This is an optimization exercise on Yosys and OpenROAD, whose aim is small area, a short achievable clock period and few clock cycles per item, not a production implementation. The RTL was checked by simulation tests, not by an equivalence proof against the original design. Power is estimated from default activity; no workload was simulated.

## heap_alloc_top
module heap_alloc_top (
  input  wire logic                      clk_i,
  input  wire logic                      rst_ni,
  input  wire heap_pkg::alloc_strategy_e strategy_i,
  input  wire logic                      req_valid_i,
  input  wire heap_pkg::heap_req_t       req_i,
  output logic                           req_ready_o,
  output logic                           rsp_valid_o,
  output heap_pkg::heap_rsp_t            rsp_o,
  input  wire logic                      rsp_ready_i
);
  logic [15:0] size_rnd;
  logic        in_big;
  logic [6:0]  in_val;
  assign size_rnd = (req_i.operand + 16'd7) & 16'hfff8;
  always_comb begin
    if (req_i.is_alloc) begin
      if (size_rnd < 16'd16) begin
        in_big = 1'b0;
        in_val = 7'd2;
      end else begin
        in_big = (size_rnd[15:10] != 6'd0) || (size_rnd[9:3] == 7'd127);   
        in_val = size_rnd[9:3];
      end
    end else begin
      in_big = 1'b0;
      in_val = req_i.operand[9:3] - 7'd1;   
    end
  end
  logic       tl_v_q, tl_alloc_q, tl_best_q, tl_big_q;   
  logic [6:0] tl_val_q;
  ...
clock: 10.0 ns
lec_check: 0
abc_area: 1
cap_margin: 20
core_margin: 2
core_utilization: 40
setup_slack_margin: 5
slew_margin: 20
standard.sh (not shown) runs the stock make flow with config.mk's settings and CLKGATE_MAP_FILE= SYNTH_SCRIPT=/design/flow/synth_recipe.tcl, a recipe that flattens the netlist after the stock synthesis.
==> flow/flow/run.sh <==
#!/bin/bash
set -euo pipefail
cd "$(dirname "$0")/.."
sed 's/SETUP_SLACK_MARGIN=5 /SETUP_SLACK_MARGIN=6 /' standard.sh > standard_m6.sh
grep -q 'SETUP_SLACK_MARGIN=6 ' standard_m6.sh
bash standard_m6.sh > flow.log 2>&1
test -s out/final.def
Testbench counts at the start, summed over its fixed seeds: cycles 5,136, ops 4,800.
Edit:
==> flow/run.sh (new file) <==
#!/bin/bash
# synth_recipe.tcl (not shown) runs the flow's synth.tcl, then flattens the netlist and writes it again
# the make line also repeats each setting of config.mk as NAME=value (left out here)
make -C /OpenROAD-flow-scripts/flow DESIGN_CONFIG=/design/flow/config.mk WORK_HOME=/design/flow/orfs CLKGATE_MAP_FILE= SYNTH_SCRIPT=/design/flow/synth_recipe.tcl finish
removed: flow/flow/run.sh
removed: flow/standard.sh
After rerunning: Combinational power came out lower by 21%; clock power stays flat; utilization came out lower by 5.3 points; via count came out lower by 4.2%; sequential power stays flat; register-to-register slack is worse by 720 ps; routed wire length came out lower by 5.4%; total power came out lower by 8.3%.

* * *

== job 1037 ==
Another version of the RTL of heap_alloc_top (not shown whole).
For scale: roughly 6100 cells after synthesis, about 320 flip-flops, ~42 I/O pins, roughly 32000 um^2 of cells after synthesis.
// heap_alloc_top
module heap_alloc_top (
  input  wire logic                      clk_i,
  input  wire logic                      rst_ni,
  input  wire heap_pkg::alloc_strategy_e strategy_i,
  input  wire logic                      req_valid_i,
  input  wire heap_pkg::heap_req_t       req_i,
  output logic                           req_ready_o,
  output logic                           rsp_valid_o,
  output heap_pkg::heap_rsp_t            rsp_o,
  input  wire logic                      rsp_ready_i
);
==> flow/config.mk <==
export PLATFORM = sky130hd
export DESIGN_NAME = heap_alloc_top
export DESIGN_NICKNAME = heap_alloc_top
export VERILOG_FILES = /design/flow/design.v
export SDC_FILE = /design/flow/constraint.sdc
export NUM_CORES = 4
export LEC_CHECK = 0
export ABC_AREA = 1
export CAP_MARGIN = 20
export CORE_MARGIN = 2
export CORE_UTILIZATION = 40
export SETUP_SLACK_MARGIN = 5
export SLEW_MARGIN = 20
==> flow/constraint.sdc <==
create_clock -name core_clock -period 10.0 [get_ports {clk_i}]
set_input_delay 2.0000 -clock core_clock [delete_from_list [all_inputs] [get_ports {clk_i}]]
set_output_delay 2.0000 -clock core_clock [all_outputs]
set_load 0.01 [all_outputs]
==> flow/flow/run.sh <==
#!/bin/bash
set -euo pipefail
cd "$(dirname "$0")/.."
sed 's/SETUP_SLACK_MARGIN=5 /SETUP_SLACK_MARGIN=6 /' standard.sh > standard_m6.sh
grep -q 'SETUP_SLACK_MARGIN=6 ' standard_m6.sh
bash standard_m6.sh > flow.log 2>&1
test -s out/final.def
Looking at the reports, job 1037 completed the entire flow and the layout it produced met the timing, design-rule and antenna checks.
Testbench counts of job 1037, summed over its fixed seeds: cycles 5,116, ops 4,800.
Inputs modified between job 1037 and job 8298:
==> flow/run.sh (new file) <==
#!/bin/bash
# synth_recipe.tcl (not shown) runs the flow's synth.tcl, then flattens the netlist and writes it again
# the make line also repeats each setting of config.mk as NAME=value (left out here)
make -C /OpenROAD-flow-scripts/flow DESIGN_CONFIG=/design/flow/config.mk WORK_HOME=/design/flow/orfs CLKGATE_MAP_FILE= SYNTH_SCRIPT=/design/flow/synth_recipe.tcl finish
removed: flow/flow/run.sh
removed: flow/standard.sh
==> comparison <==
- Job 8298 finished every stage and its layout cleared the timing, design-rule and antenna checks.
- Per the comparison of job 8298 with job 1037, ratio of cells with drive above 1 in the final layout fell 8.6 points; ratio of final minimum period to clock period rose 11 points; number of non-clock inverters in the layout about even.
- Between job 8298 and job 1037, it is job 8298 whose routed wire length is lower, by about 4.6%.
- Job 1037 → job 8298: worst setup slack went down, routed wire length on met2 went down, sequential cell area went down, total routing resource utilization after global routing went down.
- Compared with job 1037, in job 8298 sequential share of layout area up 2.0 points; diode insertion count for antenna repair up 1; worst hold-check slack flat.
## Diff of input files: job 781 against job 8298
==> flow/flow/run.sh (new file) <==
#!/bin/bash
set -euo pipefail
cd "$(dirname "$0")/.."
sed 's/SETUP_SLACK_MARGIN=5 /SETUP_SLACK_MARGIN=5.5 /' standard.sh > standard_m55.sh
grep -q 'SETUP_SLACK_MARGIN=5.5 ' standard_m55.sh
bash standard_m55.sh > flow.log 2>&1
test -s out/final.def
==> flow/standard.sh (new file) <==
#!/bin/bash
# synth_recipe.tcl (not shown) runs the flow's synth.tcl, then flattens the netlist and writes it again
# the make line also repeats each setting of config.mk as NAME=value (left out here)
make -C /OpenROAD-flow-scripts/flow DESIGN_CONFIG=/design/flow/config.mk WORK_HOME=/design/flow/orfs CLKGATE_MAP_FILE= SYNTH_SCRIPT=/design/flow/synth_recipe.tcl "${@:-finish}"
removed: flow/run.sh
Notes after the runs:
Job 781 ends up with higher combinational cell fraction of total power than job 8298 does.
NOTE leakage power total job 8298->job 781 increased by a few percent
Re total design power: job 8298 was lower than job 781.
For job 781, the capturing instance or port of the critical path was win_q[17], unlike job 8298, where it was win_q[25].
Reported for job 8298 and job 781, sum of buffers and inverters on the critical path turned out identical to the last digit.

==> what the ideal ports hide <==
The results above use ideal ports. As a check the final layouts listed here were re-extracted and re-timed, cells and wires unchanged. Step 1 assumes that a clkbuf_16 drives the clock port and a buf_2 every other input. Step 2, shift: input delay + t, output delay - t, t = (earliest + latest rising clock arrival at the registers) / 2. This alone moves slack from input paths to output paths. a / b / c = ideal / step 1 / step 2; a / b = the first two.
run | t (ns) | setup WS [ns] | worst setup path at the end | slew at the worst register clock pin (ns)
the first run of note 1 | 0.700 | 5.791 / 5.791 / 5.313 | input to register | 0.07 / 0.07
the second run of note 1 | 0.703 | 5.068 / 5.068 / 4.893 | input to register | 0.07 / 0.07
job 1037 | 0.657 | 5.953 / 5.953 / 5.548 | input to register | 0.07 / 0.07
job 8298 | 0.655 | 4.849 / 4.849 / 4.849 | register to register | 0.07 / 0.07
job 781 | 0.665 | 5.475 / 5.475 / 5.315 | input to register | 0.07 / 0.07
After both steps every run listed still meets setup and hold. The setup slack of the first run of note 1, which loses most, moves by 0.000 ns with the drivers and by -0.478 ns with both steps.
